From an optimization exercise on the open Yosys and OpenROAD flow, aimed at a short achievable clock period and few clock cycles; shortcuts taken in it are not production practice. Function was checked by simulation only, so behaviour that the tests miss may differ from the original.

old:
## mipsPipeCore
module mipsPipeCore
#(
	parameter mipsPkg::dataT ResetPc = '0
)
(
	input  logic    Clk,
	input  logic    arstN,
	output mipsPkg::dataT    imemAddr,
	input  mipsPkg::dataT    imemData,
	output mipsPkg::dataT    dmemAddr,
	output mipsPkg::dataT    dmemWdata,
	output logic    dmemWe,
	input  mipsPkg::dataT    dmemRdata,
	output logic    wbEn,
	output mipsPkg::regAddrT wbReg,
	output mipsPkg::dataT    wbData
);
	logic    fIsBeq;
	logic    fPredTaken;
	mipsPkg::dataT    ifInstr;
	logic    ifValid;
	logic    ifPredTaken;
	mipsPkg::dataT    ifAltPc;
	logic [mipsPkg::PredBits-1:0] ifPcIdx;
	logic    dIsBeq;
	logic    dIsCond;
	logic    dynTaken;
	logic [mipsPkg::PredBits-1:0] pcIdx;
	logic    dRegWrite;
	logic    dMemRead;
	logic    dMemWrite;
	mipsPkg::regAddrT dDest;
	logic    dUseImm;
	logic    dSelAdd;
	logic    dSelSub;
	logic    dSelAnd;
	logic    dSelOr;
	logic    dSelSlt;
	mipsPkg::dataT    rdDataA;
	mipsPkg::dataT    rdDataB;
	mipsPkg::dataT    altPc;
	logic    dFwdAAlu;
	logic    dFwdALoad;
	logic    dFwdBAlu;
	logic    dFwdBLoad;
	mipsPkg::dataT    deA;
	mipsPkg::dataT    deB;
	mipsPkg::dataT    deImm;
	mipsPkg::dataT    deAltPc;
	mipsPkg::regAddrT deDest;
	logic    deRegWrite;
	logic    deMemRead;
	logic    deMemWrite;
	logic    deIsBeq;
	logic    deIsCond;
	logic [mipsPkg::PredBits-1:0] dePcIdx;
	logic    dePredTaken;
	logic    deUseImm;
	logic    deSelAdd;
	logic    deSelSub;
	logic    deSelAnd;
	logic    deSelOr;
	logic    deSelSlt;
	logic    deFwdAAlu;
	logic    deFwdALoad;
	logic    deFwdBAlu;
	logic    deFwdBLoad;
	logic    mispredict;
	logic    brEqual;
	logic    updEn;
	logic [mipsPkg::PredBits-1:0] updIdx;
	logic    updTaken;
	mipsPkg::dataT    emResult;
	mipsPkg::dataT    emAddr;
	mipsPkg::dataT    emStoreData;
	mipsPkg::regAddrT emDest;
	logic    emRegWrite;
	logic    emMemRead;
	logic    emMemWrite;
	mipsPkg::dataT    memValue;
	decodeStage fetchDecode_i
	(
		.instr     (imemData),
		.dynTaken  (dynTaken),
		.isBeq     (fIsBeq),
		.isCond    (),
		.predTaken (fPredTaken),
		.regWrite  (),
		.memRead   (),
  ...
Size: ~8300 cells after synthesis, ~200 I/O pins.
clock: 8.5 ns
lec_check: 0
abc_clock_period_in_ps: 2500
cap_margin: 20
cell_pad_in_sites_detail_placement: 1
cell_pad_in_sites_global_placement: 2
core_margin: 2
core_utilization: 40
place_density: 0.6
setup_slack_margin: 5
slew_margin: 20
tns_end_percent: 100
standard.sh (not shown) runs the stock make flow with config.mk's settings and CLKGATE_MAP_FILE= SYNTH_SCRIPT=/design/flow/synth_recipe.tcl, a recipe that flattens the netlist after the stock synthesis.
==> flow/flow/run.sh <==
#!/bin/bash
# Own layout flow: the standard ORFS layout, with two synthesis changes that
# leave the registers as the standard synthesis makes them:
#  - no full/half adder extraction (ADDER_MAP_FILE empty), which turns the
#    design's prefix adders back into ripple chains;
#  - ABC maps for delay (map -D) instead of the area-recovering default script.
# And two layout changes:
#  - the port buffers are buf_8 cells rather than the slow delay-cell buffer
#    buffer_ports picks by default;
set -euo pipefail
WORK=$(pwd)
rm -rf "$WORK/scripts_mod"
cp -r "$FLOW_HOME/scripts" "$WORK/scripts_mod"
cp "$WORK/flow/abc_speed.script" "$WORK/scripts_mod/abc_speed.script"
KNOBS=(SCRIPTS_DIR="$WORK/scripts_mod" ADDER_MAP_FILE= "BUFFER_PORTS_ARGS=-buffer_cell sky130_fd_sc_hd__buf_8" SETUP_SLACK_MARGIN=5.8)
bash standard.sh "${KNOBS[@]}" synth > "$WORK/flow_synth.log" 2>&1
bash standard.sh "${KNOBS[@]}" finish > "$WORK/flow_layout.log" 2>&1
test -s "$WORK/out/final.def"
==> flow/flow/abc_speed.script <==
strash
dch -f
map -D 10
topo
buffer -c
upsize -c
dnsize -c
Testbench counts of old, summed over its fixed seeds: cycles 23,501.
Here is what was changed in the inputs of new compared with old.
--- a/flow/design.v
+++ b/flow/design.v
@@ -81,12 +81,13 @@
 module fetchStage
 (
 	input  logic    Clk,
 	input  logic    arstN,
 	input  mipsPkg::dataT    imemData,
 	input  logic    predTaken,
+	input  logic    stall,       
 	input  logic    redirect,
 	input  mipsPkg::dataT    redirectPc,
 	input  logic    updEn,       
 	input  logic [mipsPkg::PredBits-1:0] updIdx,
 	input  logic    updTaken,
 	output logic    dynTaken,
@@ -135,14 +136,14 @@
 			2'b10:   target[31:18] = hiDec;
 			default: target[31:18] = hiBase;
 		endcase
 		target[17:0] = {lowSum, pcPlus4[1:0]};
 	end
 	assign altPc     = predTaken ? pcPlus4 : target;
-	assign takeTgt   = predTaken && !redirect;
-	assign otherPc   = redirect ? redirectPc : pcPlus4;
+	assign takeTgt   = predTaken && !redirect && !stall;
+	assign otherPc   = redirect ? redirectPc : (stall ? pc : pcPlus4);
 	assign nextPc    = takeTgt ? target : otherPc;
 	always_ff @(posedge Clk or negedge arstN)
 	begin
 		if (!arstN)
 			pc <= '0;
 		else
@@ -291,13 +292,17 @@
 	assign lessThan = (opA[31] != opB[31]) ? opA[31] : subRes[31];
 	assign aluResult = ({32{deSelAdd}} & sumRes)
 	                 | ({32{deSelSub}} & subRes)
 	                 | ({32{deSelAnd}} & (opA & opB))
 	                 | ({32{deSelOr}}  & (opA | opB))
 	                 | {31'b0, deSelSlt & lessThan};
-	assign brEqual    = opA == opB;
+	mipsPkg::dataT brA;
+	mipsPkg::dataT brB;
+	assign brA = deFwdAAlu ? emResult : deA;
+	assign brB = deFwdBAlu ? emResult : deB;
+	assign brEqual    = brA == brB;
 	assign mispredict = deIsBeq && (brEqual != dePredTaken);
 	always_ff @(posedge Clk or negedge arstN)
 	begin
 		if (!arstN)
 		begin
 			emRegWrite <= 1'b0;
@@ -380,12 +385,13 @@
 	logic    fPredTaken;
 	mipsPkg::dataT    ifInstr;
 	logic    ifValid;
 	logic    ifPredTaken;
 	mipsPkg::dataT    ifAltPc;
 	logic [mipsPkg::PredBits-1:0] ifPcIdx;
+	logic    stall;
 	logic    dIsBeq;
 	logic    dIsCond;
 	logic    dynTaken;
 	logic [mipsPkg::PredBits-1:0] pcIdx;
 	logic    dRegWrite;
 	logic    dMemRead;
@@ -460,12 +466,13 @@
 	fetchStage fetchStage_i
 	(
 		.Clk        (Clk),
 		.arstN      (arstN),
 		.imemData   (imemData),
 		.predTaken  (fPredTaken),
+		.stall      (stall),
 		.redirect   (mispredict),
 		.redirectPc (deAltPc),
 		.updEn      (updEn),
 		.updIdx     (updIdx),
 		.updTaken   (updTaken),
 		.dynTaken   (dynTaken),
@@ -479,16 +486,19 @@
 			ifValid <= 1'b0;
 		else
 			ifValid <= !mispredict;
 	end
 	always_ff @(posedge Clk)
 	begin
-		ifInstr     <= imemData;
-		ifPredTaken <= fPredTaken;
-		ifAltPc     <= altPc;
-		ifPcIdx     <= pcIdx;
+		if (!stall)
+		begin
+			ifInstr     <= imemData;
+			ifPredTaken <= fPredTaken;
+			ifAltPc     <= altPc;
+			ifPcIdx     <= pcIdx;
+		end
 	end
 	decodeStage decodeStage_i
 	(
 		.instr     (ifInstr),
 		.dynTaken  (1'b0),
 		.isBeq     (dIsBeq),
@@ -526,29 +536,30 @@
 		.exDest     (deDest),
 		.fwdAAlu    (dFwdAAlu),
 		.fwdALoad   (dFwdALoad),
 		.fwdBAlu    (dFwdBAlu),
 		.fwdBLoad   (dFwdBLoad)
 	);
+	assign stall = ifValid && dIsBeq && (dFwdALoad || dFwdBLoad);
 	always_ff @(posedge Clk or negedge arstN)
 	begin
 		if (!arstN)
 		begin
 			deRegWrite  <= 1'b0;
 			deMemRead   <= 1'b0;
 			deMemWrite  <= 1'b0;
 			deIsBeq     <= 1'b0;
 			deIsCond    <= 1'b0;
 		end
 		else
 		begin
-			deRegWrite  <= dRegWrite && ifValid && !mispredict;
-			deMemRead   <= dMemRead && ifValid && !mispredict;
-			deMemWrite  <= dMemWrite && ifValid && !mispredict;
-			deIsBeq     <= dIsBeq && ifValid && !mispredict;
-			deIsCond    <= dIsCond && ifValid && !mispredict;
+			deRegWrite  <= dRegWrite && ifValid && !mispredict && !stall;
+			deMemRead   <= dMemRead && ifValid && !mispredict && !stall;
+			deMemWrite  <= dMemWrite && ifValid && !mispredict && !stall;
+			deIsBeq     <= dIsBeq && ifValid && !mispredict && !stall;
+			deIsCond    <= dIsCond && ifValid && !mispredict && !stall;
 		end
 	end
 	always_ff @(posedge Clk)
 	begin
 		deA         <= rdDataA;
 		deB         <= rdDataB;
### Flow results
- Library cell contributing the largest single delay on the critical path: sky130_fd_sc_hd__dfxtp_1 -> old, sky130_fd_sc_hd__a2111oi_4 -> new
- Relative to old, ratio of final minimum period to clock period has increased by 2.3 points in new.
- new vs old — fmax dropped by a few percent
- old → new: number of instances in the synthesized netlist shows an increase of 227; non-clock buffer count shows an increase of 7.3%.
- Run comparison: old worst setup path startpoint deA[24]; new worst setup path startpoint ifInstr[21]
- On filler cell count, new and old are basically level.
Testbench counts of new, summed over its fixed seeds: cycles 23,602.

[re-timing with driven ports]
The flow's constraints put no driver on any port. The routed layouts listed below were extracted and timed again, unchanged, in two steps.
Step 1 sets driving cells, clkbuf_16 on the clock port and buf_2 on the other inputs (assumed; they add their load-dependent delay and slew).
Step 2, shift: input delay + t, output delay - t, t = (earliest + latest rising clock arrival at the registers) / 2. This alone moves slack from input paths to output paths.
a / b / c = ideal / step 1 / step 2; a / b = the first two.
| run | t (ns) | slack for setup (ns) | hold slack, ns |
|---|---|---|---|
| old | 0.971 | 5.012 / 5.012 / 4.101 | 0.321 / 0.321 / 0.321 |
| new | 0.947 | 4.817 / 4.817 / 4.233 | 0.317 / 0.317 / 0.317 |
After both steps every run listed still meets setup and hold. For old, which loses most, drivers alone change the setup slack by 0.000 ns; drivers and shift together by -0.911 ns.
